Source: an optimization exercise on an open RTL-to-GDS flow (aim: a short achievable clock period and few clock cycles). Production flows keep margins and buffers that such runs may drop. Function was checked by simulation only, so behaviour that the tests miss may differ from the original. Power figures rest on the tool's default switching activity, not on a simulated workload.

$ cat flow/config.mk
export PLATFORM = sky130hd
export DESIGN_NAME = cache_top
export DESIGN_NICKNAME = cache_top
export VERILOG_FILES = /design/flow/design.v
export SDC_FILE = /design/flow/constraint.sdc
export NUM_CORES = 4
export LEC_CHECK = 0
export CAP_MARGIN = 20
export CORE_MARGIN = 2
export CORE_UTILIZATION = 40
export SETUP_SLACK_MARGIN = 0.4
export SLEW_MARGIN = 20
$ cat flow/constraint.sdc
create_clock -name core_clock -period 7.2 [get_ports {clk}]
set_input_delay 1.4400 -clock core_clock [delete_from_list [all_inputs] [get_ports {clk}]]
set_output_delay 1.4400 -clock core_clock [all_outputs]
set_load 0.01 [all_outputs]
$ cat flow/design.v
`timescale 1ns/100ps
`default_nettype none
package cache_geom_pkg;
    parameter int WORD_W = 32;
    parameter int PROC_ADDR_W = 30;
    parameter int WORDS_PER_LINE = 4;
    parameter int OFFSET_W = 2;
    parameter int LINE_W = WORD_W * WORDS_PER_LINE;
    parameter int MEM_ADDR_W = PROC_ADDR_W - OFFSET_W;
    typedef logic [WORD_W-1:0] word_t;
    typedef logic [LINE_W-1:0] line_t;
    typedef logic [PROC_ADDR_W-1:0] proc_addr_t;
    typedef logic [MEM_ADDR_W-1:0] mem_addr_t;
endpackage
`default_nettype wire
`timescale 1ns/100ps
`default_nettype none
package cache_ctrl_pkg;
    typedef logic way_t;
endpackage
`default_nettype wire
`timescale 1ns/100ps
`default_nettype none
module cache_tag_array #(
    parameter int SETS = 4
) (
    input logic clk,
    input logic proc_reset,
    input cache_geom_pkg::proc_addr_t proc_addr,
    output logic hit0,
    output logic hit1,
    output cache_ctrl_pkg::way_t victim_way,
    output logic victim_dirty,
    output logic [cache_geom_pkg::MEM_ADDR_W-$clog2(SETS)-1:0] victim_tag,
    input logic touch,
    input cache_ctrl_pkg::way_t touch_way,
    input logic fill,
    input logic fill_dirty,
    input logic word_write
);
    localparam int IDX_W = $clog2(SETS);
    localparam int TAG_W = cache_geom_pkg::MEM_ADDR_W - IDX_W;
    logic [TAG_W-1:0] tags [SETS][2];
    logic [1:0] valid [SETS];
    logic [1:0] dirty [SETS];
    logic [SETS-1:0] lru;
    logic [IDX_W-1:0] req_index;
    logic [TAG_W-1:0] req_tag;
    logic [SETS-1:0] match0;
    logic [SETS-1:0] match1;
    cache_ctrl_pkg::way_t victim;
    assign req_index = proc_addr[cache_geom_pkg::OFFSET_W +: IDX_W];
    assign req_tag = proc_addr[cache_geom_pkg::PROC_ADDR_W-1 -: TAG_W];
    always_comb begin
        for (int s = 0; s < SETS; s++) begin
            match0[s] = valid[s][0] && (tags[s][0] == req_tag) && (req_index == IDX_W'(s));
            match1[s] = valid[s][1] && (tags[s][1] == req_tag) && (req_index == IDX_W'(s));
        end
    end
    assign hit0 = |match0;
    assign hit1 = |match1;
    always_comb begin
        if (!valid[req_index][0]) begin
            victim = 1'b0;
        end else if (!valid[req_index][1]) begin
            victim = 1'b1;
        end else begin
            victim = lru[req_index];
        end
    end
    assign victim_way = victim;
    assign victim_dirty = valid[req_index][victim] && dirty[req_index][victim];
    assign victim_tag = tags[req_index][victim];
    always_ff @(posedge clk) begin
        if (proc_reset) begin
            for (int s = 0; s < SETS; s++) begin
                valid[s] <= 2'b00;
                dirty[s] <= 2'b00;
            end
            lru <= '0;
        end else begin
            if (touch) begin
                lru[req_index] <= ~touch_way;
                if (word_write) begin
                    dirty[req_index][touch_way] <= 1'b1;
                end
            end
            if (fill) begin
                valid[req_index][victim] <= 1'b1;
                dirty[req_index][victim] <= fill_dirty;
                lru[req_index] <= ~victim;
            end
        end
    end
    always_ff @(posedge clk) begin
        if (fill) begin
            tags[req_index][victim] <= req_tag;
        end
    end
endmodule
`default_nettype wire
`timescale 1ns/100ps
`default_nettype none
module cache_data_array #(
    parameter int SETS = 4
) (
    input logic clk,
    input cache_geom_pkg::proc_addr_t proc_addr,
    input cache_geom_pkg::word_t proc_wdata,
    input cache_geom_pkg::line_t mem_rdata,
    output cache_geom_pkg::word_t proc_rdata,
    output cache_geom_pkg::line_t mem_wdata,
    input logic hit0,
    input logic filling,
    input cache_ctrl_pkg::way_t victim_way,
    input logic touch,
    input cache_ctrl_pkg::way_t touch_way,
    input logic word_write,
    input logic fill
);
    localparam int IDX_W = $clog2(SETS);
    localparam int WORD_W = cache_geom_pkg::WORD_W;
    cache_geom_pkg::line_t lines [SETS][2];
    logic [IDX_W-1:0] req_index;
    logic [cache_geom_pkg::OFFSET_W-1:0] req_offset;
    cache_geom_pkg::word_t word0;
    cache_geom_pkg::word_t word1;
    cache_geom_pkg::word_t mem_word;
    cache_geom_pkg::line_t fill_line;
    assign req_index = proc_addr[cache_geom_pkg::OFFSET_W +: IDX_W];
    assign req_offset = proc_addr[cache_geom_pkg::OFFSET_W-1:0];
    assign word0 = lines[req_index][0][req_offset * WORD_W +: WORD_W];
    assign word1 = lines[req_index][1][req_offset * WORD_W +: WORD_W];
    assign mem_word = mem_rdata[req_offset * WORD_W +: WORD_W];
    assign proc_rdata = filling ? mem_word : (hit0 ? word0 : word1);
    assign mem_wdata = lines[req_index][victim_way];
    always_comb begin
        fill_line = mem_rdata;
        if (word_write) begin
            fill_line[req_offset * WORD_W +: WORD_W] = proc_wdata;
        end
    end
    always_ff @(posedge clk) begin
        if (fill) begin
            lines[req_index][victim_way] <= fill_line;
        end else if (touch && word_write) begin
            lines[req_index][touch_way][req_offset * WORD_W +: WORD_W] <= proc_wdata;
        end
    end
endmodule
`default_nettype wire
`timescale 1ns/100ps
`default_nettype none
module cache_ctrl #(
    parameter int SETS = 4
) (
    input logic clk,
    input logic proc_reset,
    input logic proc_read,
    input logic proc_write,
    input cache_geom_pkg::proc_addr_t proc_addr,
    output logic proc_stall,
    output logic mem_read,
    output logic mem_write,
    output cache_geom_pkg::mem_addr_t mem_addr,
    input logic mem_ready,
    input logic hit0,
    input logic hit1,
    input logic victim_dirty,
    input logic [cache_geom_pkg::MEM_ADDR_W-$clog2(SETS)-1:0] victim_tag,
    output logic touch,
    output cache_ctrl_pkg::way_t touch_way,
    output logic fill,
    output logic filling
);
    localparam int IDX_W = $clog2(SETS);
    logic st_wb;
    logic st_rd;
    logic idle;
    logic request;
    logic hit;
    logic miss;
    assign request = proc_read || proc_write;
    assign idle = !st_wb && !st_rd;
    assign hit = hit0 || hit1;
    assign miss = idle && request && !hit;
    assign touch = idle && request && hit;
    assign touch_way = !hit0;
    assign fill = st_rd && mem_ready;
    assign filling = st_rd;
    assign proc_stall = st_rd ? !mem_ready : (st_wb || !hit);
    assign mem_write = (miss && victim_dirty) || (st_wb && !mem_ready);
    assign mem_read = (miss && !victim_dirty) || st_rd;
    assign mem_addr = (!st_rd && victim_dirty) ?
                      {victim_tag, proc_addr[cache_geom_pkg::OFFSET_W +: IDX_W]} :
                      proc_addr[cache_geom_pkg::PROC_ADDR_W-1:cache_geom_pkg::OFFSET_W];
    always_ff @(posedge clk) begin
        if (proc_reset) begin
            st_wb <= 1'b0;
            st_rd <= 1'b0;
        end else begin
            if (miss) begin
                st_wb <= victim_dirty;
                st_rd <= !victim_dirty;
            end else if (st_wb && mem_ready) begin
                st_wb <= 1'b0;
                st_rd <= 1'b1;
            end else if (fill) begin
                st_rd <= 1'b0;
            end
        end
    end
endmodule
`default_nettype wire
`timescale 1ns/100ps
`default_nettype none
module cache_top #(
    parameter int SETS = 4
) (
    input logic clk,
    input logic proc_reset,
    input logic proc_read,
    input logic proc_write,
    input cache_geom_pkg::proc_addr_t proc_addr,
    input cache_geom_pkg::word_t proc_wdata,
    output logic proc_stall,
    output cache_geom_pkg::word_t proc_rdata,
    output logic mem_read,
    output logic mem_write,
    output cache_geom_pkg::mem_addr_t mem_addr,
    output cache_geom_pkg::line_t mem_wdata,
    input cache_geom_pkg::line_t mem_rdata,
    input logic mem_ready
);
    localparam int IDX_W = $clog2(SETS);
    localparam int TAG_W = cache_geom_pkg::MEM_ADDR_W - IDX_W;
    logic hit0;
    logic hit1;
    cache_ctrl_pkg::way_t victim_way;
    logic victim_dirty;
    logic [TAG_W-1:0] victim_tag;
    logic touch;
    cache_ctrl_pkg::way_t touch_way;
    logic fill;
    logic filling;
    cache_tag_array #(.SETS(SETS)) u_tag_array (
        .clk          (clk),
        .proc_reset   (proc_reset),
        .proc_addr    (proc_addr),
        .hit0         (hit0),
        .hit1         (hit1),
        .victim_way   (victim_way),
        .victim_dirty (victim_dirty),
        .victim_tag   (victim_tag),
        .touch        (touch),
        .touch_way    (touch_way),
        .fill         (fill),
        .fill_dirty   (proc_write),
        .word_write   (proc_write)
    );
    cache_data_array #(.SETS(SETS)) u_data_array (
        .clk        (clk),
        .proc_addr  (proc_addr),
        .proc_wdata (proc_wdata),
        .mem_rdata  (mem_rdata),
        .proc_rdata (proc_rdata),
        .mem_wdata  (mem_wdata),
        .hit0       (hit0),
        .filling    (filling),
        .victim_way (victim_way),
        .touch      (touch),
        .touch_way  (touch_way),
        .word_write (proc_write),
        .fill       (fill)
    );
    cache_ctrl #(.SETS(SETS)) u_ctrl (
        .clk          (clk),
        .proc_reset   (proc_reset),
        .proc_read    (proc_read),
        .proc_write   (proc_write),
        .proc_addr    (proc_addr),
        .proc_stall   (proc_stall),
        .mem_read     (mem_read),
        .mem_write    (mem_write),
        .mem_addr     (mem_addr),
        .mem_ready    (mem_ready),
        .hit0         (hit0),
        .hit1         (hit1),
        .victim_dirty (victim_dirty),
        .victim_tag   (victim_tag),
        .touch        (touch),
        .touch_way    (touch_way),
        .fill         (fill),
        .filling      (filling)
    );
endmodule
`default_nettype wire
$ cat flow/run.sh
#!/bin/bash
# synth_recipe.tcl (not shown) runs the flow's synth.tcl, then flattens the netlist and writes it again
# the make line also repeats each setting of config.mk as NAME=value (left out here)
make -C /OpenROAD-flow-scripts/flow DESIGN_CONFIG=/design/flow/config.mk WORK_HOME=/design/flow/orfs CLKGATE_MAP_FILE= SYNTH_SCRIPT=/design/flow/synth_recipe.tcl finish
==> flow_metrics.py, run 1 <==
metrics = {
    "die": {
        "initial_core_util_pct": 40.2,
        "die_area_sq_um": 162000,
        "fp.coreArea_sq_um": 158000,
        "dieWidth_um": 402,
        "dieHeight_um": 402,
        "fp-row-count": 146,
        "pin_count": 386,
    },
    "setup_path": {
        "critPathKind": "primary input to output pin",
        "critPathMaxStageDelay_ns": 0.63,
        "worst_setup_path_start_kind": "primary input",
        "crit_fanout": 16,
        "cp.arrival_ns": 5.35,
        "worstPathRequired_ns": 5.76,
        "slowest_stage": "clkdlybuf4s50_1",
        "end_kind": "output pin",
        "crit_chain": "clkdlybuf4s50_1 -> buf_6 -> xor2_1 -> nor4_1 -> nand4_1 -> o22ai_4 -> buf_4 -> nor2_4 -> buf_4 -> or3_1 -> a41oi_1 -> a32oi_1 -> clkdlybuf4s50_1",
        "reg2reg_depth": 12,
    },
    "pwr": {
        "intPower_mw": 13.0,
        "clkPwrFrac_pct": 39.0,
        "p_sw_share_pct": 25.2,
        "ir_worst_vdd_mv": 0.252,
        "powerDensity_nw_per_um2": 231,
        "p_leak_nw": 25.2,
        "p_seq_share_pct": 47.2,
        "share_comb_of_total_power_pct": 13.7,
        "switchingPower_mw": 4.39,
    },
    "logic_synthesis": {
        "syn-num-nets": 4453,
        "synth-xor-area-share_pct": 2.87,
        "muxShareOfSynthArea_pct": 21.9,
        "yosysTopAreaCellShare_pct": 59.0,
        "synth_compound_area_share_pct": 5.13,
        "netlist_area_sq_um": 63500,
        "syn_avg_cell_area_sq_um": 14.9,
        "synth-seq-cells": 1254,
        "yosysWarnings": 3,
        "synth_top_family_by_area": "multiplexers",
        "synth_flop_cell": "edfxtp_1",
        "yosys-top-cells-area": "edfxtp_1, mux4_2, nand2_1",
        "synth_edf_count": 1248,
        "yosysSeqAreaShare_pct": 59.2,
        "yosys.area_share.simple_pct": 7.82,
        "synthAdderAreaFrac_pct": 0.177,
        "yosysTopAreaCell": "edfxtp_1",
        "synth_async_sr_flop_share_pct": 0,
        "synthCells": 4249,
        "yosysUniqueCellTypes": 55,
    },
    "clock_tree": {
        "cts_tree": "yes",
        "holdBufCountCts": 0,
        "clock_latency_ns": 0.76,
        "numCtsBuffers": 140,
        "clk_path_buf_depth": 3,
        "htree_levels": 4,
        "cts.clk_slew.worst_paths_ns": 0.05,
        "cts-root-buf": "clkbuf_16",
        "clock_sinks": 1254,
    },
    "sta": {
        "setup_viol": 0,
        "whs_ns": 0.483,
        "finClkSkew_ns": 0.0348,
        "fmax_ghz": 0.147,
        "post-route-period-util_pct": 94.2,
        "finalHoldViolations": 0,
        "setup_slack_ns": 0.415,
        "rsz0062_at_grt": "no",
        "max-slew-margin-rel_pct": 22.2,
        "fin_crit_ns": 6.79,
        "worst_slew_pin_slew_ns": 1.16,
        "finalMaxSlewViolations": 0,
    },
    "detailed_routing": {
        "avgRoutedWirePerCell_um": 33.4,
        "via_per_inst": 6.23,
        "wirelength_um": 229000,
        "ant_nets": 0,
        "drt_first_pass_iters": 7,
        "vias": 42700,
        "drc_errors": 0,
        "drt_iter0_drc": 5945,
    },
    "global_route": {
        "grt_pass1_wl_um": 319000,
        "overflow": 0,
        "grt_pass1_vias": 40800,
        "grtUsageTotal_pct": 27.9,
        "grt_max_degree": 145,
        "antenna_found_initial": 30,
    },
    "cells_and_area": {
        "area_delta_synth_final_pct": 18.7,
        "nets": 4874,
        "layout_commonest_cell": "edfxtp_1",
        "layout_common_cells": "edfxtp_1, nand2_1, mux4_2, clkdlybuf4s50_1, o21ai_0",
        "finalNonFillerCells": 6853,
        "drive_gt1_share_pct": 24.3,
    },
    "hold_path": {
        "holdPathStages": 2,
        "hp-class": "flop to flop",
    },
    "place": {
        "pre_cts_ws_ns": -0.0986,
        "hpwl_um": 158000,
        "gp_congestion": 0.986,
        "dp.cells": 6596,
        "port_buffers": 385,
    },
    "job": {
        "max_cap_violations": 0,
    },
    "status": {
        "status": "complete, no violations",
    },
}
-- cells in the mapped netlist, types with 66 or more instances --
library cell / count
o21ai_0: 270
edfxtp_1: 1248
mux4_2: 567
nand2_1: 786
inv_1: 71
nor2_1: 66
buf_2: 70
xor2_1: 207
mux2_2: 95
nor4_1: 66
nand2b_1: 72
a21oi_1: 69
clkbuf_1: 224
-- registers in the layout (all words and copies together), names as in the netlist --
| signal | cells |
|---|---|
| u_data_array.lines | 1024 |
| u_tag_array.tags | 208 |
| u_tag_array.dirty | 8 |
| u_tag_array.valid | 8 |
| u_tag_array.lru | 4 |
| u_ctrl.st_rd | 1 |
| u_ctrl.st_wb | 1 |
-- per-layer routing --
| layer | share of wire [%] | track usage [%] | wire length [um] |
|---|---|---|---|
| met1 | 40 | 38.7 | 90700 |
| met2 | 44 | 40.8 | 101000 |
| met3 | 12 | 8.59 | 26800 |
| met4 | 4.6 | 11.5 | 10400 |
| met5 | 0.11 | 0 | 241 |
-- worst paths after layout --
check | slack, ns | endpoint | startpoint
setup / recovery | 0.41 | proc_rdata[17] | proc_addr[15]
hold / removal | 0.48 | u_tag_array.lru[1]$_SDFF_PP0_ | u_tag_array.lru[1]$_SDFF_PP0_
setup reg to reg | 2.49 | u_data_array.lines[3][46]$_DFFE_PP_ | u_tag_array.tags[2][2]$_DFFE_PP_
hold reg to reg | 0.48 | u_tag_array.lru[1]$_SDFF_PP0_ | u_tag_array.lru[1]$_SDFF_PP0_
-- cell families after synthesis --
logic type      Yosys count
mux                     668
compound gates          561
xor+xnor                208
buf+inv                 409
fa+ha+maj                 9
flops                  1254
simple gates           1140
-- power by group through the flow --
stage,sequential [mW],clock [mW],combinational [mW]
2_1_floorplan,8.35,0,1.29
3_3_place_gp,8.37,0,2.36
3_5_place_dp,8.37,0,2.37
4_1_cts,8.22,6.86,2.38
5_1_grt,8.22,7.13,2.52
6_report,8.22,6.80,2.39
-- per-stage QoR --
step	area, sq um	util, %	setup TNS (ns)	power (mW)
final	75400	47.7	0	17.4
after global routing	75400	47.7	0	17.9
after CTS	75300	47.6	0	17.5
after detailed placement	70900	44.9	-0.235	10.7
after global placement	70900	44.9	-0.223	10.7
after floorplan	63500	-	0	9.63
-- cell type report --
cell class                 count  area [sq um]
timing repair buffer         615          6170
antenna                        9          22.5
inverter                      73           283
clock buffer                 185          3780
tap                         2072          2590
multi-input combinational   2586         24500
sequential                  1254         37600
fill                       13400         82600
clock inverter                59           463
-- repair_timing --
item	in CTS	in global routing
gates resized for setup	26	29
buffers inserted	3	1
hold endpoints to repair	0	0
pin swaps	2	6
setup endpoints to repair	31	29
-- worst max-delay path: cells and delay by family --
family,cells,cell delay [ns]
buffers and inverters,5,1.85
AO/OA/AOI/OAI,3,0.74
XOR/XNOR,1,0.33
AND/OR/NAND/NOR,4,0.93
Testbench counts, summed over its fixed seeds: cycles 74,789.
==> run 2, diff against run 1 <==
--- a/flow/config.mk
+++ b/flow/config.mk
@@ -5,8 +5,9 @@
 export SDC_FILE = /design/flow/constraint.sdc
 export NUM_CORES = 4
 export LEC_CHECK = 0
+export ABC_CLOCK_PERIOD_IN_PS = 1500
 export CAP_MARGIN = 20
 export CORE_MARGIN = 2
-export CORE_UTILIZATION = 40
-export SETUP_SLACK_MARGIN = 0.4
+export CORE_UTILIZATION = 55
+export SETUP_SLACK_MARGIN = 3.0
 export SLEW_MARGIN = 20
==> run 2 against run 1 <==
  * Area after synthesis unchanged
  * Power grew 5.7%
  * Global-route usage rose by 12 points
  * Sequential power about the same
  * Final cell count fell by 3.9%
  * Clock skew is 0.011 ns lower
  * Non-clock buffer count up 283
  * Critical path type unchanged
  * Combinational power increased by about 30%
  * Hold slack gained 0.019 ns
  * Clock power grew 4.1%
  * Still clean on timing, DRC and antenna
  * Highest routed layer unchanged
==> flow_metrics.py, run 2 <==
metrics = {
    "logic_synthesis": {
        "yosysTopAreaCellShare_pct": 59.0,
        "synth_common_cells": "edfxtp_1, nand2_1, mux4_2",
        "synth.most_common_cell": "edfxtp_1",
        "yosysSeqAreaShare_pct": 59.2,
        "yosys-top-cells-area": "edfxtp_1, mux4_2, nand2_1",
        "yosysWarnings": 3,
        "yosysUniqueCellTypes": 55,
        "synth_async_sr_flop_share_pct": 0,
        "synth-seq-cells": 1254,
        "yosysTopAreaCell": "edfxtp_1",
        "synth_flop_cell": "edfxtp_1",
        "synth_edf_count": 1248,
        "syn-num-nets": 4453,
        "synthCells": 4249,
        "netlist_area_sq_um": 63500,
        "syn_avg_cell_area_sq_um": 14.9,
    },
    "detailed_routing": {
        "via_per_inst": 7.00,
        "vias": 46100,
        "ant_nets": 0,
        "wirelength_um": 241000,
        "drt_iter0_drc": 7091,
        "drc_errors": 0,
        "avgRoutedWirePerCell_um": 36.6,
        "drt_first_pass_iters": 6,
    },
    "clock_tree": {
        "htree_levels": 4,
        "cts.clk_slew.worst_paths_ns": 0.05,
        "cts-root-buf": "clkbuf_16",
        "clock_latency_ns": 0.77,
        "clock_sinks": 1254,
        "clk_path_buf_depth": 3,
        "cts_tree": "yes",
        "numCtsBuffers": 140,
        "holdBufCountCts": 0,
    },
    "die": {
        "fp.coreArea_sq_um": 115000,
        "initial_core_util_pct": 55.5,
        "pin_count": 386,
        "dieWidth_um": 344,
        "die_area_sq_um": 118000,
        "dieHeight_um": 344,
        "fp-row-count": 124,
    },
    "setup_path": {
        "r2r_start": "u_tag_array.tags[6][20]$_DFFE_PP_",
        "worst_setup_path_start_kind": "primary input",
        "crit_buf_inv": 4,
        "cp.depth": 12,
        "critPathKind": "primary input to output pin",
        "crit_path_end": "proc_rdata[22]",
        "cp.arrival_ns": 4.40,
        "cp_top_family": "compound AO/OA/AOI/OAI gates",
        "worstPathRequired_ns": 5.76,
        "r2r-end": "u_data_array.lines[2][90]$_DFFE_PP_",
        "critPathMaxStageDelay_ns": 0.60,
        "crit_chain": "clkbuf_4 -> xor2_1 -> nor4_2 -> nand4_1 -> o22ai_4 -> nor2_4 -> buf_12 -> buf_16 -> mux2_4 -> o211ai_1 -> a32oi_2 -> buf_2",
        "crit_fanout": 7,
        "startpoint": "proc_addr[22]",
        "reg2reg_depth": 13,
        "slowest_stage": "o211ai_1",
        "end_kind": "output pin",
        "rrSetupSlack_ns": 3.20,
    },
    "pwr": {
        "powerDensity_nw_per_um2": 222,
        "switchingPower_mw": 4.77,
        "share_comb_of_total_power_pct": 16.8,
        "intPower_mw": 13.6,
        "p_seq_share_pct": 44.7,
        "p_leak_nw": 28.7,
        "ir_worst_vdd_mv": 0.254,
        "p_sw_share_pct": 25.9,
        "clkPwrFrac_pct": 38.5,
    },
    "global_route": {
        "grtUsageTotal_pct": 39.7,
        "grt_max_degree": 140,
        "grt_pass1_wl_um": 325000,
        "grt_pass1_vias": 42800,
        "antenna_found_initial": 15,
        "overflow": 0,
    },
    "place": {
        "hpwl_um": 145000,
        "gp_congestion": 0.991,
        "port_buffers": 385,
    },
    "cells_and_area": {
        "ff_latch_area_sq_um": 37600,
        "area_delta_synth_final_pct": 30.4,
        "nets": 5165,
        "layout_commonest_cell": "edfxtp_1",
        "layout_common_cells": "edfxtp_1, mux4_2, nand2_1, nand2_2, buf_6",
        "top_register": "u_data_array.lines",
        "drive_gt1_share_pct": 44.9,
        "largest_reg_flops": 1024,
        "nFillCells": 7233,
        "multi_input_area_sq_um": 27700,
        "largest_registers": "u_data_array.lines x1024, u_tag_array.tags x208",
    },
    "sta": {
        "worst_slew_pin_slew_ns": 1.31,
        "max-slew-margin-rel_pct": 12.4,
        "finalMaxSlewViolations": 0,
        "post-route-period-util_pct": 81.1,
        "setup_viol": 0,
        "fin_setup_tns_ns": 0,
        "fin_crit_ns": 5.84,
        "fmax_ghz": 0.171,
        "whs_ns": 0.502,
        "finClkSkew_ns": 0.0237,
        "finalHoldViolations": 0,
        "rsz0062_at_grt": "yes",
    },
    "job": {
        "max_cap_violations": 0,
    },
    "hold_path": {
        "hp-class": "flop to flop",
    },
    "status": {
        "status": "complete, no violations",
    },
}
[run 2: cell counts after synthesis]
Identical to the previous run, type by type.
[run 2: area by class of cell]
cell class | count | share of cell area [%]
flip-flops and latches | 1254 | 45.4
multi-input cells | 2594 | 33.5
repair buffers | 898 | 13.1
clock buffers | 174 | 4.51
well taps | 1512 | 2.28
clock inverters | 75 | 0.873
inverters | 73 | 0.367
diodes | 8 | 0.0242
[run 2: tightest hold or removal path: stages, from the launching register on]
cell and delay [ns]:
dfxtp_1 0.31, nand2_1 0.06, o32ai_1 0.07
[run 2: what timing repair did]
| action | CTS | global route |
|---|---|---|
| buffers inserted | 183 | 137 |
| setup endpoints to repair | 2240 | 2011 |
| pin swaps | 142 | 154 |
| cloned | 46 | 8 |
| resized for setup | 1276 | 601 |
[run 2: power groups by stage]
stage	Clock [mW]	Sequential, mW	Combinational [mW]
final	7.08	8.22	3.10
after global routing	7.35	8.22	3.21
after CTS	7.10	8.22	2.75
after detailed placement	0	8.37	2.37
after global placement	0	8.37	2.37
after floorplan	0	8.34	1.44
[run 2: metal layers]
metal	vias up	wire length (um)	share of wire, %	track usage [%]
met5	-	86	0.036	0
met4	14	13500	5.6	18.7
met3	576	34300	14	13.5
met2	3618	104000	43	55.8
met1	23700	88600	37	56.0
li1	18100	-	-	-
[run 2: per-stage QoR]
step	area, sq um	std cells	power [mW]	worst slack, ns	util, %
final	82800	6588	18.4	1.36	72.3
after global routing	82800	6583	18.8	1.35	72.3
after CTS	79400	6435	18.1	1.49	69.3
after detailed placement	70600	5957	10.7	0.125	61.7
after global placement	70600	5957	10.7	0.0745	61.7
after floorplan	65500	4249	9.79	1.96	-
[run 2: kinds of logic after synthesis]
family / share of synthesized area [%]
flip-flops: 59.2
buffers and inverters: 2.91
AO/OA/AOI/OAI: 5.13
AND/OR/NAND/NOR: 7.82
XOR/XNOR: 2.87
adder cells (fa/ha/maj): 0.177
multiplexers: 21.9
[run 2: how the worst min path moves through the flow]
stage,cells past startpoint,startpoint,endpoint
detailed placement,2,u_tag_array.lru[1]$_SDFF_PP0_,u_tag_array.lru[1]$_SDFF_PP0_
floorplan,2,u_tag_array.lru[1]$_SDFF_PP0_,u_tag_array.lru[1]$_SDFF_PP0_
finish,2,u_tag_array.lru[1]$_SDFF_PP0_,u_tag_array.lru[1]$_SDFF_PP0_
global route,2,u_tag_array.lru[1]$_SDFF_PP0_,u_tag_array.lru[1]$_SDFF_PP0_
global placement,2,u_tag_array.lru[1]$_SDFF_PP0_,u_tag_array.lru[1]$_SDFF_PP0_
CTS,2,u_tag_array.lru[1]$_SDFF_PP0_,u_tag_array.lru[1]$_SDFF_PP0_
==> run 3, diff against run 2 <==
--- a/flow/design.v
+++ b/flow/design.v
@@ -30,6 +30,7 @@
     output logic hit0,
     output logic hit1,
     output cache_ctrl_pkg::way_t victim_way,
+    output logic [SETS-1:0] set_victim_way,
     output logic victim_dirty,
     output logic [cache_geom_pkg::MEM_ADDR_W-$clog2(SETS)-1:0] victim_tag,
     input logic touch,
@@ -59,18 +60,27 @@
     end
     assign hit0 = |match0;
     assign hit1 = |match1;
+    logic [SETS-1:0] set_victim;
+    logic [SETS-1:0] set_victim_dirty;
+    logic [TAG_W-1:0] set_victim_tag [SETS];
     always_comb begin
-        if (!valid[req_index][0]) begin
-            victim = 1'b0;
-        end else if (!valid[req_index][1]) begin
-            victim = 1'b1;
-        end else begin
-            victim = lru[req_index];
+        for (int s = 0; s < SETS; s++) begin
+            if (!valid[s][0]) begin
+                set_victim[s] = 1'b0;
+            end else if (!valid[s][1]) begin
+                set_victim[s] = 1'b1;
+            end else begin
+                set_victim[s] = lru[s];
+            end
+            set_victim_dirty[s] = valid[s][set_victim[s]] && dirty[s][set_victim[s]];
+            set_victim_tag[s] = tags[s][set_victim[s]];
         end
     end
+    assign set_victim_way = set_victim;
+    assign victim = set_victim[req_index];
     assign victim_way = victim;
-    assign victim_dirty = valid[req_index][victim] && dirty[req_index][victim];
-    assign victim_tag = tags[req_index][victim];
+    assign victim_dirty = set_victim_dirty[req_index];
+    assign victim_tag = set_victim_tag[req_index];
     always_ff @(posedge clk) begin
         if (proc_reset) begin
             for (int s = 0; s < SETS; s++) begin
@@ -113,6 +123,7 @@
     input logic hit0,
     input logic filling,
     input cache_ctrl_pkg::way_t victim_way,
+    input logic [SETS-1:0] set_victim_way,
     input logic touch,
     input cache_ctrl_pkg::way_t touch_way,
     input logic word_write,
@@ -132,8 +143,14 @@
     assign word0 = lines[req_index][0][req_offset * WORD_W +: WORD_W];
     assign word1 = lines[req_index][1][req_offset * WORD_W +: WORD_W];
     assign mem_word = mem_rdata[req_offset * WORD_W +: WORD_W];
-    assign proc_rdata = filling ? mem_word : (hit0 ? word0 : word1);
-    assign mem_wdata = lines[req_index][victim_way];
+    assign proc_rdata = hit0 ? word0 : (filling ? mem_word : word1);
+    cache_geom_pkg::line_t victim_line [SETS];
+    always_comb begin
+        for (int s = 0; s < SETS; s++) begin
+            victim_line[s] = lines[s][set_victim_way[s]];
+        end
+    end
+    assign mem_wdata = victim_line[req_index];
     always_comb begin
         fill_line = mem_rdata;
         if (word_write) begin
@@ -188,7 +205,7 @@
     assign touch_way = !hit0;
     assign fill = st_rd && mem_ready;
     assign filling = st_rd;
-    assign proc_stall = st_rd ? !mem_ready : (st_wb || !hit);
+    assign proc_stall = !(hit || (st_rd && mem_ready));
     assign mem_write = (miss && victim_dirty) || (st_wb && !mem_ready);
     assign mem_read = (miss && !victim_dirty) || st_rd;
     assign mem_addr = (!st_rd && victim_dirty) ?
@@ -237,6 +254,7 @@
     logic hit0;
     logic hit1;
     cache_ctrl_pkg::way_t victim_way;
+    logic [SETS-1:0] set_victim_way;
     logic victim_dirty;
     logic [TAG_W-1:0] victim_tag;
     logic touch;
@@ -250,6 +268,7 @@
         .hit0         (hit0),
         .hit1         (hit1),
         .victim_way   (victim_way),
+        .set_victim_way (set_victim_way),
         .victim_dirty (victim_dirty),
         .victim_tag   (victim_tag),
         .touch        (touch),
@@ -268,6 +287,7 @@
         .hit0       (hit0),
         .filling    (filling),
         .victim_way (victim_way),
+        .set_victim_way (set_victim_way),
         .touch      (touch),
         .touch_way  (touch_way),
         .word_write (proc_write),
==> run 3 against run 2 <==
  * Sequential share of layout area shrank 3.9 points
  * Largest power group unchanged
  * Highest routed layer unchanged
  * Die area up 1.8%
  * Still clean
  * Core utilization up 5.5 points
  * Synthesized cell count rose by 18%
  * Fmax up 9.2%
  * Power rose by 3.9%
==> flow_metrics.py, run 3 <==
metrics = {
    "clock_tree": {
        "clock_latency_ns": 0.79,
        "clk_path_buf_depth": 3,
        "holdBufCountCts": 0,
        "cts-root-buf": "clkbuf_16",
        "cts_tree": "yes",
        "cts.clk_slew.worst_paths_ns": 0.05,
        "clock_sinks": 1254,
        "htree_levels": 4,
        "numCtsBuffers": 139,
    },
    "cells_and_area": {
        "largest_registers": "u_data_array.lines x1024, u_tag_array.tags x208",
        "nets": 6157,
        "area_delta_synth_final_pct": 40.0,
        "layout_commonest_cell": "nand2_1",
        "largest_reg_flops": 1024,
        "nFillCells": 6631,
        "drive_gt1_share_pct": 39.1,
        "layout_common_cells": "nand2_1, edfxtp_1, buf_4, mux4_2, buf_6",
        "stdcell_area_sq_um": 90500,
        "top_register": "u_data_array.lines",
    },
    "sta": {
        "finalMaxSlewViolations": 0,
        "fin_crit_ns": 5.35,
        "post-route-period-util_pct": 74.3,
        "finClkSkew_ns": 0.0282,
        "worst_slew_pin_slew_ns": 1.03,
        "setup_viol": 0,
        "fin_setup_tns_ns": 0,
        "fmax_ghz": 0.187,
        "setup_slack_ns": 1.85,
        "finalHoldViolations": 0,
        "rsz0062_at_grt": "yes",
        "max-slew-margin-rel_pct": 31.5,
    },
    "global_route": {
        "antenna_found_initial": 53,
        "grt_pass1_vias": 53400,
        "grt_max_degree": 63,
        "grtUsageTotal_pct": 53.8,
        "overflow": 0,
        "grt_pass1_wl_um": 441000,
    },
    "place": {
        "pre_cts_ws_ns": 0.411,
        "port_buffers": 385,
        "placed_area_sq_um": 73100,
        "hpwl_um": 177000,
        "gp_congestion": 1.02,
    },
    "detailed_routing": {
        "via_per_inst": 7.85,
        "vias": 59700,
        "drt_iter0_drc": 13400,
        "wirelength_um": 349000,
        "ant_nets": 0,
        "drt_first_pass_iters": 11,
        "drc_errors": 0,
        "avgRoutedWirePerCell_um": 45.9,
    },
    "setup_path": {
        "critPathMaxStageDelay_ns": 0.67,
        "r2r_start": "u_tag_array.tags[6][5]$_DFFE_PP_",
        "reg2reg_depth": 14,
        "worst_setup_path_start_kind": "primary input",
        "cp.arrival_ns": 3.91,
        "cp_common_cell": "mux4_2",
        "worstPathRequired_ns": 5.76,
        "r2r-end": "u_data_array.lines[2][70]$_DFFE_PP_",
        "rrSetupSlack_ns": 3.24,
        "crit_chain": "buf_16 -> buf_16 -> mux4_2 -> mux4_2 -> mux4_2 -> buf_6",
        "critPathKind": "primary input to output pin",
        "crit_fanout": 8,
        "slowest_stage": "mux4_2",
        "end_kind": "output pin",
    },
    "die": {
        "fp.coreArea_sq_um": 116000,
        "pin_count": 386,
        "fp-row-count": 125,
        "dieHeight_um": 347,
        "initial_core_util_pct": 55.6,
        "die_area_sq_um": 120000,
        "dieWidth_um": 347,
    },
    "hold_path": {
        "min_to": "u_tag_array.lru[2]$_SDFF_PP0_",
        "min_from": "u_tag_array.lru[2]$_SDFF_PP0_",
        "hp-class": "flop to flop",
        "holdPathStages": 2,
    },
    "logic_synthesis": {
        "syn-num-nets": 5232,
        "yosysSeqAreaShare_pct": 58.1,
        "yosysTopAreaCell": "edfxtp_1",
        "synthCells": 5028,
        "synth_edf_count": 1248,
        "synth-seq-cells": 1254,
        "yosysWarnings": 5,
        "synth_flop_cell": "edfxtp_1",
        "synth_async_sr_flop_share_pct": 0,
        "synth_common_cells": "nand2_1, edfxtp_1, mux4_2",
        "synth.most_common_cell": "nand2_1",
        "netlist_area_sq_um": 64700,
        "yosysUniqueCellTypes": 59,
        "yosys-top-cells-area": "edfxtp_1, mux4_2, nand2_1",
        "yosysTopAreaCellShare_pct": 57.9,
        "syn_avg_cell_area_sq_um": 12.9,
    },
    "pwr": {
        "power_mw": 19.1,
        "ir_worst_vdd_mv": 0.240,
        "powerDensity_nw_per_um2": 211,
        "p_leak_nw": 31.5,
    },
    "status": {
        "status": "complete, no violations",
    },
    "job": {
        "max_cap_violations": 0,
    },
}
-- run 3: worst max path at each step --
stage	cells after the start	start	slack [ns]	to
global route	6	proc_addr[2]	1.94	proc_rdata[7]
global placement	10	proc_addr[15]	0.43	proc_rdata[1]
detailed placement	12	proc_addr[13]	0.41	mem_read
CTS	6	proc_addr[2]	1.97	proc_rdata[20]
finish	6	proc_addr[2]	1.85	proc_rdata[7]
floorplan	14	proc_addr[2]	2.22	mem_read
-- run 3: cells by family after synthesis --
logic type,after synthesis,synth area share (%)
AOI/OAI and AO/OA,957,10.3
xor gates and xnor gates,208,2.82
adders and majority gates,9,0.174
buffers and inverters,420,2.75
DFF,1254,58.1
muxes,514,15.1
and+or+nand+nor,1666,10.7
-- run 3: repair_timing --
item / in CTS / in global routing
gates resized for setup: 1531 / 805
gates cloned: 93 / 37
setup buffers: 202 / 212
pin swaps: 131 / 171
endpoints found under the setup margin: 2248 / 1493
-- run 3: where the power goes --
part / switching [mW] / internal [mW] / total, mW
logic: 2.18 / 1.54 / 3.71
registers: 0.0631 / 8.16 / 8.22
clock network: 3.16 / 4.04 / 7.19
total: 5.39 / 13.7 / 19.1
-- run 3: critical path, delay by kind of cell --
family,cells,cell delay [ns]
multiplexers,3,1.87
buffers and inverters,3,0.56
-- run 3: area by class of cell --
| type | instances | area [sq um] | area share (%) |
|---|---|---|---|
| Antenna cell | 38 | 95.1 | 0.105 |
| Multi-Input combinational cell | 3359 | 31600 | 34.9 |
| Timing Repair Buffer | 1188 | 14800 | 16.4 |
| Clock buffer | 165 | 3620 | 4.00 |
| Inverter | 11 | 72.6 | 0.0802 |
| Sequential cell | 1254 | 37600 | 41.5 |
| Tap cell | 1524 | 1910 | 2.11 |
| Clock inverter | 74 | 779 | 0.861 |
-- run 3: per-layer routing --
| metal | share of wire (%) | up-vias | GRT usage (%) |
|---|---|---|---|
| met5 | 0.17 | - | 1.64 |
| met4 | 9.8 | 54 | 35.7 |
| met3 | 21 | 2104 | 25.8 |
| met2 | 39 | 7591 | 72.1 |
| met1 | 31 | 28900 | 69.0 |
| li1 | - | 21100 | - |
-- run 3: through the flow --
step / hold WS (ns) / util [%] / std cells
CTS: 0.558 / 72.8 / 7326
finish: 0.615 / 77.8 / 7613
detailed placement: 0.548 / 62.9 / 6792
global route: 0.630 / 77.7 / 7581
floorplan: 0.469 / - / 5028
global placement: 0.558 / 62.8 / 6791
Testbench counts of run 3, summed over its fixed seeds: cycles 74,789.
==> run 4, diff against run 3 <==
--- a/flow/design.v
+++ b/flow/design.v
@@ -50,12 +50,14 @@
     logic [SETS-1:0] match0;
     logic [SETS-1:0] match1;
     cache_ctrl_pkg::way_t victim;
+    logic [SETS-1:0] set_sel;
     assign req_index = proc_addr[cache_geom_pkg::OFFSET_W +: IDX_W];
     assign req_tag = proc_addr[cache_geom_pkg::PROC_ADDR_W-1 -: TAG_W];
     always_comb begin
         for (int s = 0; s < SETS; s++) begin
-            match0[s] = valid[s][0] && (tags[s][0] == req_tag) && (req_index == IDX_W'(s));
-            match1[s] = valid[s][1] && (tags[s][1] == req_tag) && (req_index == IDX_W'(s));
+            set_sel[s] = (req_index == IDX_W'(s));
+            match0[s] = valid[s][0] && (tags[s][0] == req_tag) && set_sel[s];
+            match1[s] = valid[s][1] && (tags[s][1] == req_tag) && set_sel[s];
         end
     end
     assign hit0 = |match0;
@@ -77,10 +79,17 @@
         end
     end
     assign set_victim_way = set_victim;
-    assign victim = set_victim[req_index];
+    always_comb begin
+        victim = 1'b0;
+        victim_dirty = 1'b0;
+        victim_tag = '0;
+        for (int s = 0; s < SETS; s++) begin
+            victim = victim | (set_victim[s] & set_sel[s]);
+            victim_dirty = victim_dirty | (set_victim_dirty[s] & set_sel[s]);
+            victim_tag = victim_tag | (set_victim_tag[s] & {TAG_W{set_sel[s]}});
+        end
+    end
     assign victim_way = victim;
-    assign victim_dirty = set_victim_dirty[req_index];
-    assign victim_tag = set_victim_tag[req_index];
     always_ff @(posedge clk) begin
         if (proc_reset) begin
             for (int s = 0; s < SETS; s++) begin
@@ -140,17 +149,30 @@
     cache_geom_pkg::line_t fill_line;
     assign req_index = proc_addr[cache_geom_pkg::OFFSET_W +: IDX_W];
     assign req_offset = proc_addr[cache_geom_pkg::OFFSET_W-1:0];
-    assign word0 = lines[req_index][0][req_offset * WORD_W +: WORD_W];
-    assign word1 = lines[req_index][1][req_offset * WORD_W +: WORD_W];
-    assign mem_word = mem_rdata[req_offset * WORD_W +: WORD_W];
-    assign proc_rdata = hit0 ? word0 : (filling ? mem_word : word1);
+    logic [SETS-1:0] set_sel;
+    cache_geom_pkg::word_t line_word [SETS][2];
     cache_geom_pkg::line_t victim_line [SETS];
     always_comb begin
         for (int s = 0; s < SETS; s++) begin
+            set_sel[s] = (req_index == IDX_W'(s));
+            for (int w = 0; w < 2; w++) begin
+                line_word[s][w] = lines[s][w][req_offset * WORD_W +: WORD_W];
+            end
             victim_line[s] = lines[s][set_victim_way[s]];
         end
     end
-    assign mem_wdata = victim_line[req_index];
+    always_comb begin
+        word0 = '0;
+        word1 = '0;
+        mem_wdata = '0;
+        for (int s = 0; s < SETS; s++) begin
+            word0 = word0 | (line_word[s][0] & {WORD_W{set_sel[s]}});
+            word1 = word1 | (line_word[s][1] & {WORD_W{set_sel[s]}});
+            mem_wdata = mem_wdata | (victim_line[s] & {cache_geom_pkg::LINE_W{set_sel[s]}});
+        end
+    end
+    assign mem_word = mem_rdata[req_offset * WORD_W +: WORD_W];
+    assign proc_rdata = hit0 ? word0 : (filling ? mem_word : word1);
     always_comb begin
         fill_line = mem_rdata;
         if (word_write) begin
==> run 4 against run 3 <==
  * Sequential power hardly changed
  * First-iteration DRC count is 31% lower
  * Combinational power is 25% lower
  * Via count is 11% lower
  * Sequential share of layout area is 1.4 points higher
  * Area after synthesis is 1.9% lower
  * Synthesized cell count is 9.0% lower
  * Global-route usage is 5.6 points lower
  * Sequential cell count stayed put
  * Register-to-register slack worse by 0.60 ns
  * Fmax is 4.6% higher
  * Clock skew is 0.0043 ns lower
  * Critical path type unchanged
==> flow_metrics.py, run 4 <==
metrics = {
    "setup_path": {
        "r2r_start": "u_tag_array.valid[1][0]$_SDFFCE_PN0P_",
        "reg2reg_depth": 27,
        "critPathMaxStageDelay_ns": 0.33,
        "cp_common_cell": "buf_12",
        "end_kind": "output pin",
        "crit_fanout": 6,
        "r2r-end": "u_data_array.lines[3][96]$_DFFE_PP_",
        "critPathKind": "primary input to output pin",
        "rrSetupSlack_ns": 2.64,
        "slowest_stage": "a31oi_4",
        "cp.arrival_ns": 3.67,
        "worstPathRequired_ns": 5.76,
        "worst_setup_path_start_kind": "primary input",
        "crit_chain": "buf_6 -> buf_12 -> xor2_4 -> nor4_2 -> nand4_1 -> nor4_2 -> a211o_4 -> buf_12 -> buf_12 -> a211oi_2 -> a31oi_4 -> buf_6",
    },
    "logic_synthesis": {
        "synth-seq-cells": 1254,
        "synth_edf_count": 1248,
        "synth_flop_cell": "edfxtp_1",
        "yosysWarnings": 6,
        "yosys-top-cells-area": "edfxtp_1, mux4_2, mux2_2",
        "yosysSeqAreaShare_pct": 59.3,
        "yosysUniqueCellTypes": 61,
        "synthCells": 4576,
        "yosysTopAreaCellShare_pct": 59.1,
        "synth_common_cells": "edfxtp_1, nand2_1, o21ai_0",
        "syn-num-nets": 4780,
        "netlist_area_sq_um": 63500,
        "synth_async_sr_flop_share_pct": 0,
        "syn_avg_cell_area_sq_um": 13.9,
        "synth.most_common_cell": "edfxtp_1",
        "yosysTopAreaCell": "edfxtp_1",
    },
    "clock_tree": {
        "cts_tree": "yes",
        "clk_path_buf_depth": 3,
        "cts-root-buf": "clkbuf_16",
        "clock_latency_ns": 0.76,
        "clock_sinks": 1254,
        "cts.clk_slew.worst_paths_ns": 0.06,
        "htree_levels": 4,
        "numCtsBuffers": 138,
    },
    "hold_path": {
        "min_from": "u_tag_array.lru[1]$_SDFF_PP0_",
        "min_to": "u_tag_array.lru[1]$_SDFF_PP0_",
        "holdPathStages": 2,
        "hp-class": "flop to flop",
    },
    "cells_and_area": {
        "largest_reg_flops": 1024,
        "nFillCells": 6756,
        "drive_gt1_share_pct": 43.2,
        "stdcell_area_sq_um": 87600,
        "finalNonFillerCells": 7067,
        "finish.utilization_pct": 76.6,
        "largest_registers": "u_data_array.lines x1024, u_tag_array.tags x208",
        "top_register": "u_data_array.lines",
        "layout_commonest_cell": "edfxtp_1",
        "area_delta_synth_final_pct": 38.1,
        "layout_common_cells": "edfxtp_1, nand2_1, mux4_2, mux2_2, buf_4",
        "nets": 5658,
    },
    "sta": {
        "fmax_ghz": 0.196,
        "finClkSkew_ns": 0.0240,
        "fin_setup_tns_ns": 0,
        "post-route-period-util_pct": 71.0,
        "max-slew-margin-rel_pct": 19.1,
        "rsz0062_at_grt": "yes",
        "fin_crit_ns": 5.11,
        "whs_ns": 0.568,
        "setup_viol": 0,
        "finalHoldViolations": 0,
        "finalMaxSlewViolations": 0,
        "setup_slack_ns": 2.09,
        "worst_slew_pin_slew_ns": 1.21,
    },
    "pwr": {
        "power_mw": 18.0,
        "powerDensity_nw_per_um2": 205,
        "p_leak_nw": 31.3,
        "ir_worst_vdd_mv": 0.258,
    },
    "global_route": {
        "grt_pass1_vias": 50400,
        "overflow": 0,
        "antenna_found_initial": 17,
        "grt_max_degree": 105,
        "grt_pass1_wl_um": 392000,
        "grtUsageTotal_pct": 48.2,
    },
    "status": {
        "status": "complete, no violations",
    },
    "detailed_routing": {
        "vias": 53400,
        "via_per_inst": 7.55,
        "avgRoutedWirePerCell_um": 41.5,
        "drt_iter0_drc": 9181,
        "ant_nets": 0,
        "drt_first_pass_iters": 6,
        "drc_errors": 0,
        "wirelength_um": 294000,
    },
    "die": {
        "fp.coreArea_sq_um": 114000,
        "dieWidth_um": 344,
        "die_area_sq_um": 118000,
        "dieHeight_um": 344,
        "initial_core_util_pct": 55.5,
        "fp-row-count": 124,
        "pin_count": 386,
    },
    "job": {
        "max_cap_violations": 0,
    },
    "place": {
        "dp.cells": 6273,
        "pre_cts_ws_ns": 0.532,
        "port_buffers": 385,
        "placed_area_sq_um": 70600,
        "hpwl_um": 153000,
        "gp_congestion": 0.989,
    },
}
-- run 4: changes by cell type in the layout (fill, tap and decap cells not counted), moves of 85 or more --
cell / previous run / this run
buf_4: 406 / 234
o21ai_1: 28 / 135
mux2i_1: 5 / 158
nand2_4: 4 / 90
nand2_1: 1268 / 356
a22oi_1: 0 / 209
a2111oi_4: 126 / 0
o211ai_1: 0 / 158
a21boi_4: 85 / 0
o21ai_4: 4 / 144
mux2_2: 156 / 283
-- run 4: where the power goes --
group | switching [mW] | internal, mW | leakage [nW]
clock network | 2.94 | 4.04 | 2.10
registers | 0.0664 | 8.16 | 11.3
logic | 1.68 | 1.10 | 17.9
total | 4.69 | 13.3 | 31.3
-- run 4: worst max path at each step --
stage	from	endpoint	slack, ns
after detailed placement	proc_addr[22]	proc_rdata[2]	0.53
after CTS	proc_addr[7]	proc_rdata[18]	2.16
after floorplan	proc_addr[7]	proc_rdata[3]	2.67
after global routing	proc_addr[0]	proc_rdata[0]	2.08
after global placement	proc_addr[22]	proc_rdata[2]	0.54
final	proc_addr[6]	proc_rdata[12]	2.09
-- run 4: what timing repair did --
action / 4_1_cts / 5_1_grt
endpoints found under the setup margin: 2346 / 2017
pin swaps: 195 / 156
endpoints found under the hold margin: 0 / 0
resized for setup: 1864 / 568
hold buffers: 0 / 0
cloned: 104 / 6
buffers inserted: 304 / 138
-- run 4: area by class of cell --
class	count	area [sq um]	area share, %
inverters	13	88.8	0.101
flip-flops and latches	1254	37600	42.9
well taps	1512	1890	2.16
clock buffers	175	3740	4.27
diodes	4	10.0	0.0114
clock inverters	62	552	0.630
repair inverters	1	8.76	0.0100
multi-input cells	2934	29500	33.7
repair buffers	1112	14200	16.2
-- run 4: cell families (layout without fill, tap and decap cells) --
logic type      after synthesis  count (layout)  synth area share, %
other cells                   0               4                    0
compound gates             1261            1261                 12.4
mux                         729             729                 17.7
simple gates                715             727                 5.00
buf+inv                     400            1363                 2.54
fa+ha+maj                     9               9                0.177
xor+xnor                    208             208                 2.87
flops                      1254            1254                 59.3
-- run 4: per-layer routing --
layer	vias to the layer above	global-route usage, %	share of wire [%]
met5	-	0	0.061
met4	26	30.7	8.0
met3	1350	16.6	16
met2	5533	68.8	43
met1	26400	63.2	33
li1	20000	-	-
-- run 4: critical path, delay by kind of cell --
family / cells / cell delay, ns
compound gates: 3 / 0.56
xor+xnor: 1 / 0.19
simple gates: 3 / 0.75
buf+inv: 5 / 0.71
Testbench counts of run 4, summed over its fixed seeds: cycles 74,789.
==> run 5, diff against run 4 <==
--- a/flow/design.v
+++ b/flow/design.v
@@ -29,6 +29,9 @@
     input cache_geom_pkg::proc_addr_t proc_addr,
     output logic hit0,
     output logic hit1,
+    output logic predict0,
+    output logic predict1,
+    output logic victim_ambiguous,
     output cache_ctrl_pkg::way_t victim_way,
     output logic [SETS-1:0] set_victim_way,
     output logic victim_dirty,
@@ -62,6 +65,22 @@
     end
     assign hit0 = |match0;
     assign hit1 = |match1;
+    localparam int PRED_W = 4;
+    logic [SETS-1:0] set_predict0;
+    logic [SETS-1:0] set_predict1;
+    logic [SETS-1:0] set_ambiguous;
+    always_comb begin
+        for (int s = 0; s < SETS; s++) begin
+            set_predict0[s] = valid[s][0] && set_sel[s] &&
+                              (tags[s][0][PRED_W-1:0] == req_tag[PRED_W-1:0]);
+            set_predict1[s] = valid[s][1] && set_sel[s] &&
+                              (tags[s][1][PRED_W-1:0] == req_tag[PRED_W-1:0]);
+            set_ambiguous[s] = valid[s][0] && valid[s][1] &&
+                               (tags[s][0][PRED_W-1:0] == tags[s][1][PRED_W-1:0]);
+        end
+    end
+    assign predict0 = |set_predict0;
+    assign predict1 = |set_predict1;
     logic [SETS-1:0] set_victim;
     logic [SETS-1:0] set_victim_dirty;
     logic [TAG_W-1:0] set_victim_tag [SETS];
@@ -82,10 +101,12 @@
     always_comb begin
         victim = 1'b0;
         victim_dirty = 1'b0;
+        victim_ambiguous = 1'b0;
         victim_tag = '0;
         for (int s = 0; s < SETS; s++) begin
             victim = victim | (set_victim[s] & set_sel[s]);
             victim_dirty = victim_dirty | (set_victim_dirty[s] & set_sel[s]);
+            victim_ambiguous = victim_ambiguous | (set_ambiguous[s] & set_sel[s]);
             victim_tag = victim_tag | (set_victim_tag[s] & {TAG_W{set_sel[s]}});
         end
     end
@@ -129,7 +150,10 @@
     input cache_geom_pkg::line_t mem_rdata,
     output cache_geom_pkg::word_t proc_rdata,
     output cache_geom_pkg::line_t mem_wdata,
-    input logic hit0,
+    input logic predict0,
+    input logic predict1,
+    input logic ambiguous,
+    input logic retry,
     input logic filling,
     input cache_ctrl_pkg::way_t victim_way,
     input logic [SETS-1:0] set_victim_way,
@@ -172,7 +196,15 @@
         end
     end
     assign mem_word = mem_rdata[req_offset * WORD_W +: WORD_W];
-    assign proc_rdata = hit0 ? word0 : (filling ? mem_word : word1);
+    localparam int HALF = WORD_W / 2;
+    logic pick0;
+    logic pick1;
+    assign pick0 = predict0 && !retry && !filling;
+    assign pick1 = ((predict1 && !ambiguous) || retry) && !filling;
+    assign proc_rdata[HALF-1:0] = pick0 ? word0[HALF-1:0] :
+                                  (filling ? mem_word[HALF-1:0] : word1[HALF-1:0]);
+    assign proc_rdata[WORD_W-1:HALF] = pick1 ? word1[WORD_W-1:HALF] :
+                                       (filling ? mem_word[WORD_W-1:HALF] : word0[WORD_W-1:HALF]);
     always_comb begin
         fill_line = mem_rdata;
         if (word_write) begin
@@ -205,29 +237,35 @@
     input logic mem_ready,
     input logic hit0,
     input logic hit1,
+    input logic victim_ambiguous,
     input logic victim_dirty,
     input logic [cache_geom_pkg::MEM_ADDR_W-$clog2(SETS)-1:0] victim_tag,
     output logic touch,
     output cache_ctrl_pkg::way_t touch_way,
     output logic fill,
-    output logic filling
+    output logic filling,
+    output logic retry
 );
     localparam int IDX_W = $clog2(SETS);
     logic st_wb;
     logic st_rd;
+    logic st_retry;
     logic idle;
     logic request;
     logic hit;
+    logic hit_done;
     logic miss;
     assign request = proc_read || proc_write;
     assign idle = !st_wb && !st_rd;
     assign hit = hit0 || hit1;
+    assign hit_done = hit0 || (hit1 && (!victim_ambiguous || proc_write || st_retry));
     assign miss = idle && request && !hit;
-    assign touch = idle && request && hit;
+    assign touch = idle && request && hit_done;
     assign touch_way = !hit0;
     assign fill = st_rd && mem_ready;
     assign filling = st_rd;
-    assign proc_stall = !(hit || (st_rd && mem_ready));
+    assign retry = st_retry;
+    assign proc_stall = !(hit_done || (st_rd && mem_ready));
     assign mem_write = (miss && victim_dirty) || (st_wb && !mem_ready);
     assign mem_read = (miss && !victim_dirty) || st_rd;
     assign mem_addr = (!st_rd && victim_dirty) ?
@@ -237,7 +275,9 @@
         if (proc_reset) begin
             st_wb <= 1'b0;
             st_rd <= 1'b0;
+            st_retry <= 1'b0;
         end else begin
+            st_retry <= idle && request && hit && !hit_done;
             if (miss) begin
                 st_wb <= victim_dirty;
                 st_rd <= !victim_dirty;
@@ -275,6 +315,10 @@
     localparam int TAG_W = cache_geom_pkg::MEM_ADDR_W - IDX_W;
     logic hit0;
     logic hit1;
+    logic predict0;
+    logic predict1;
+    logic victim_ambiguous;
+    logic retry;
     cache_ctrl_pkg::way_t victim_way;
     logic [SETS-1:0] set_victim_way;
     logic victim_dirty;
@@ -289,6 +333,9 @@
         .proc_addr    (proc_addr),
         .hit0         (hit0),
         .hit1         (hit1),
+        .predict0     (predict0),
+        .predict1     (predict1),
+        .victim_ambiguous (victim_ambiguous),
         .victim_way   (victim_way),
         .set_victim_way (set_victim_way),
         .victim_dirty (victim_dirty),
@@ -306,7 +353,10 @@
         .mem_rdata  (mem_rdata),
         .proc_rdata (proc_rdata),
         .mem_wdata  (mem_wdata),
-        .hit0       (hit0),
+        .predict0   (predict0),
+        .predict1   (predict1),
+        .ambiguous  (victim_ambiguous),
+        .retry      (retry),
         .filling    (filling),
         .victim_way (victim_way),
         .set_victim_way (set_victim_way),
@@ -328,12 +378,14 @@
         .mem_ready    (mem_ready),
         .hit0         (hit0),
         .hit1         (hit1),
+        .victim_ambiguous (victim_ambiguous),
         .victim_dirty (victim_dirty),
         .victim_tag   (victim_tag),
         .touch        (touch),
         .touch_way    (touch_way),
         .fill         (fill),
-        .filling      (filling)
+        .filling      (filling),
+        .retry        (retry)
     );
 endmodule
 `default_nettype wire
--- a/flow/config.mk
+++ b/flow/config.mk
@@ -6,8 +6,8 @@
 export NUM_CORES = 4
 export LEC_CHECK = 0
 export ABC_CLOCK_PERIOD_IN_PS = 1500
-export CAP_MARGIN = 20
+export CAP_MARGIN = 30
 export CORE_MARGIN = 2
 export CORE_UTILIZATION = 55
 export SETUP_SLACK_MARGIN = 3.0
-export SLEW_MARGIN = 20
+export SLEW_MARGIN = 30
==> run 5 against run 4 <==
  * Still clean
  * Non-clock buffer count decreased by 305
  * First-iteration DRC count increased by 3.8%
  * Final cell count decreased by 10%
  * Via count decreased by 11%
  * Combinational power decreased by about 10%
  * Critical path type unchanged
  * Largest cell class unchanged
  * Highest routed layer unchanged
==> flow_metrics.py, run 5 <==
metrics = {
    "die": {
        "fp-row-count": 123,
        "fp.coreArea_sq_um": 113000,
        "pin_count": 386,
        "dieHeight_um": 342,
        "die_area_sq_um": 117000,
        "initial_core_util_pct": 55.6,
        "dieWidth_um": 342,
    },
    "job": {
        "max_cap_violations": 0,
    },
    "sta": {
        "finClkSkew_ns": 0.0286,
        "worst_slew_pin_slew_ns": 0.924,
        "rsz0062_at_grt": "yes",
        "fmax_ghz": 0.198,
        "setup_slack_ns": 2.15,
        "max-slew-margin-rel_pct": 38.4,
        "post-route-period-util_pct": 70.1,
        "fin_crit_ns": 5.05,
        "finalHoldViolations": 0,
        "setup_viol": 0,
        "fin_setup_tns_ns": 0,
        "finalMaxSlewViolations": 0,
    },
    "cells_and_area": {
        "largest_reg_flops": 1024,
        "top_register": "u_data_array.lines",
        "area_delta_synth_final_pct": 28.9,
        "layout_common_cells": "edfxtp_1, mux2_2, mux4_2, a22oi_1, nand2_1",
        "nFillCells": 7250,
        "nets": 4929,
        "layout_commonest_cell": "edfxtp_1",
        "drive_gt1_share_pct": 42.1,
        "largest_registers": "u_data_array.lines x1024, u_tag_array.tags x208",
        "finish.utilization_pct": 71.6,
    },
    "detailed_routing": {
        "drc_errors": 0,
        "routed-wl-met3_um": 40000,
        "ant_nets": 0,
        "met2WireLength_um": 116000,
        "avgRoutedWirePerCell_um": 41.6,
        "via_per_inst": 7.52,
        "drt_first_pass_iters": 10,
        "wirelength_um": 263000,
        "maxUsedRoutingLayer": "met5",
        "vias": 47600,
        "drt_iter0_drc": 9531,
        "wl_met1_um": 89800,
    },
    "logic_synthesis": {
        "syn-num-nets": 4322,
        "synth_flop_cell": "edfxtp_1",
        "netlist_area_sq_um": 62700,
        "yosysSeqAreaShare_pct": 60.0,
        "synth.most_common_cell": "edfxtp_1",
        "yosysUniqueCellTypes": 63,
        "synthCells": 4118,
        "yosysTopAreaCell": "edfxtp_1",
        "syn_avg_cell_area_sq_um": 15.2,
        "synth_edf_count": 1248,
        "synth_common_cells": "edfxtp_1, mux2_2, mux4_2",
        "synth_async_sr_flop_share_pct": 0,
        "synth-seq-cells": 1255,
        "yosys-top-cells-area": "edfxtp_1, mux4_2, mux2_2",
        "yosysWarnings": 6,
        "yosysTopAreaCellShare_pct": 59.8,
    },
    "clock_tree": {
        "clk_path_buf_depth": 3,
        "htree_levels": 4,
        "cts-root-buf": "clkbuf_16",
        "cts_tree": "yes",
        "clock_sinks": 1255,
        "cts.clk_slew.worst_paths_ns": 0.06,
        "clock_latency_ns": 0.77,
        "numCtsBuffers": 137,
    },
    "setup_path": {
        "worst_setup_path_start_kind": "primary input",
        "startpoint": "proc_addr[2]",
        "crit_chain": "buf_8 -> clkinvlp_4 -> ha_4 -> buf_16 -> a21boi_4 -> buf_12 -> buf_12 -> buf_12 -> buf_6 -> buf_16 -> a222oi_1 -> nand2_1 -> buf_2",
        "worstPathRequired_ns": 5.76,
        "r2r_start": "u_tag_array.valid[0][0]$_SDFFCE_PN0P_",
        "slowest_stage": "a222oi_1",
        "cp.arrival_ns": 3.61,
        "critPathMaxStageDelay_ns": 0.38,
        "critPathKind": "primary input to output pin",
        "cp_common_cell": "buf_12",
        "end_kind": "output pin",
        "crit_fanout": 6,
    },
    "place": {
        "pre_cts_ws_ns": 0.654,
        "hpwl_um": 144000,
        "port_buffers": 385,
        "gp_congestion": 1.00,
    },
    "global_route": {
        "overflow": 0,
        "grtUsageTotal_pct": 43.3,
        "grt_pass1_vias": 45700,
        "grt_pass1_wl_um": 351000,
        "antenna_found_initial": 6,
        "grt_max_degree": 90,
    },
    "status": {
        "status": "complete, no violations",
    },
    "pwr": {
        "p_leak_nw": 26.9,
        "powerDensity_nw_per_um2": 222,
        "ir_worst_vdd_mv": 0.241,
    },
    "hold_path": {
        "hp-class": "flop to flop",
        "min_from": "u_tag_array.lru[0]$_SDFF_PP0_",
    },
}
[run 5: routing by layer]
| layer | track usage (%) | up-vias |
|---|---|---|
| met3 | 12.3 | 915 |
| met5 | 0 | - |
| met2 | 65.3 | 4541 |
| met1 | 58.0 | 23900 |
| met4 | 21.4 | 8 |
| li1 | - | 18200 |
[run 5: power breakdown]
group | internal (mW) | switching (mW) | total (mW)
Clock | 4.19 | 3.01 | 7.20
Sequential | 8.17 | 0.0596 | 8.23
Combinational | 1.02 | 1.48 | 2.50
Total | 13.4 | 4.55 | 17.9
[run 5: final timing paths]
path	end	slack, ns	depth (start not counted)
setup / recovery	mem_wdata[51]	2.15	13
hold / removal	u_tag_array.lru[0]$_SDFF_PP0_	0.57	2
setup reg to reg	u_data_array.lines[4][73]$_DFFE_PP_	3.10	19
hold reg to reg	u_tag_array.lru[0]$_SDFF_PP0_	0.57	2
[run 5: logic make-up (layout without fill, tap and decap cells)]
group	count (synthesis)	after routing	synth area share (%)
AOI/OAI and AO/OA	869	869	10.7
xor gates and xnor gates	224	224	3.14
adders and majority gates	9	9	0.180
buffers and inverters	361	1065	2.44
DFF	1255	1255	60.0
muxes	756	756	18.7
other	0	4	0
and+or+nand+nor	644	653	4.76
[run 5: area by class of cell]
type                            instances  area (sq um)  area share (%)
Clock buffer                          165          3680            4.56
Clock inverter                         80           818            1.01
Inverter                               13          57.6          0.0712
Sequential cell                      1255         37600            46.6
Multi-Input combinational cell       2511         27000            33.5
Antenna cell                            4          10.0          0.0124
Timing Repair Buffer                  807          9680            12.0
Tap cell                             1500          1880            2.32
[run 5: per-stage QoR]
stage	std cells	cell area [sq um]	power, mW	hold WS (ns)
2_1_floorplan	4118	64500	9.54	0.492
3_3_place_gp	5813	69700	10.4	0.551
3_5_place_dp	5813	69700	10.4	0.563
4_1_cts	6250	78100	17.7	0.571
5_1_grt	6331	80800	18.2	0.599
6_report	6335	80800	17.9	0.566
[run 5: critical path: cells and delay by family]
kind                       cells  cell delay, ns
buffers and inverters          9            1.25
AOI/OAI and AO/OA              2            0.53
adders and majority gates      1            0.21
and+or+nand+nor                1            0.14
[run 5: timing repair]
| action | in CTS | in global routing |
|---|---|---|
| setup buffers | 133 | 55 |
| endpoints found under the setup margin | 2249 | 1814 |
| hold buffers | 0 | 0 |
| hold endpoints to repair | 0 | 0 |
| gates cloned | 59 | 26 |
| gates resized for setup | 1200 | 380 |
| pin swaps | 285 | 222 |
Testbench counts of run 5, summed over its fixed seeds: cycles 74,833.

-- static timing again, ports no longer ideal --
How much do the figures lean on ideal ports? The routed layouts below were timed once more, with nothing changed but the port constraints. Step 1, drivers: a clkbuf_16 drives clk and a buf_2 each remaining input, both assumed. Step 2, shift: input delay + t, output delay - t, t = (earliest + latest rising clock arrival at the registers) / 2. This alone moves slack from input paths to output paths. Three values: ideal, step 1, step 2; two values: the first two.
run | shift t [ns] | slack for setup (ns) | worst setup path at the end | worst slew at a driven data input, ns
run 1 | 0.831 | 0.415 / 0.373 / 0.373 | input to output | 0.30
run 2 | 0.839 | 1.358 / 1.178 / 1.178 | input to output | 0.24
run 3 | 0.868 | 1.848 / 1.517 / 1.517 | input to output | 0.36
run 4 | 0.832 | 2.085 / 1.926 / 1.469 | input to register | 0.29
run 5 | 0.837 | 2.153 / 1.999 / 1.909 | input to register | 0.36
After both steps every run listed still meets setup and hold. For run 4, which loses most, drivers alone change the setup slack by -0.159 ns; drivers and shift together by -0.616 ns.
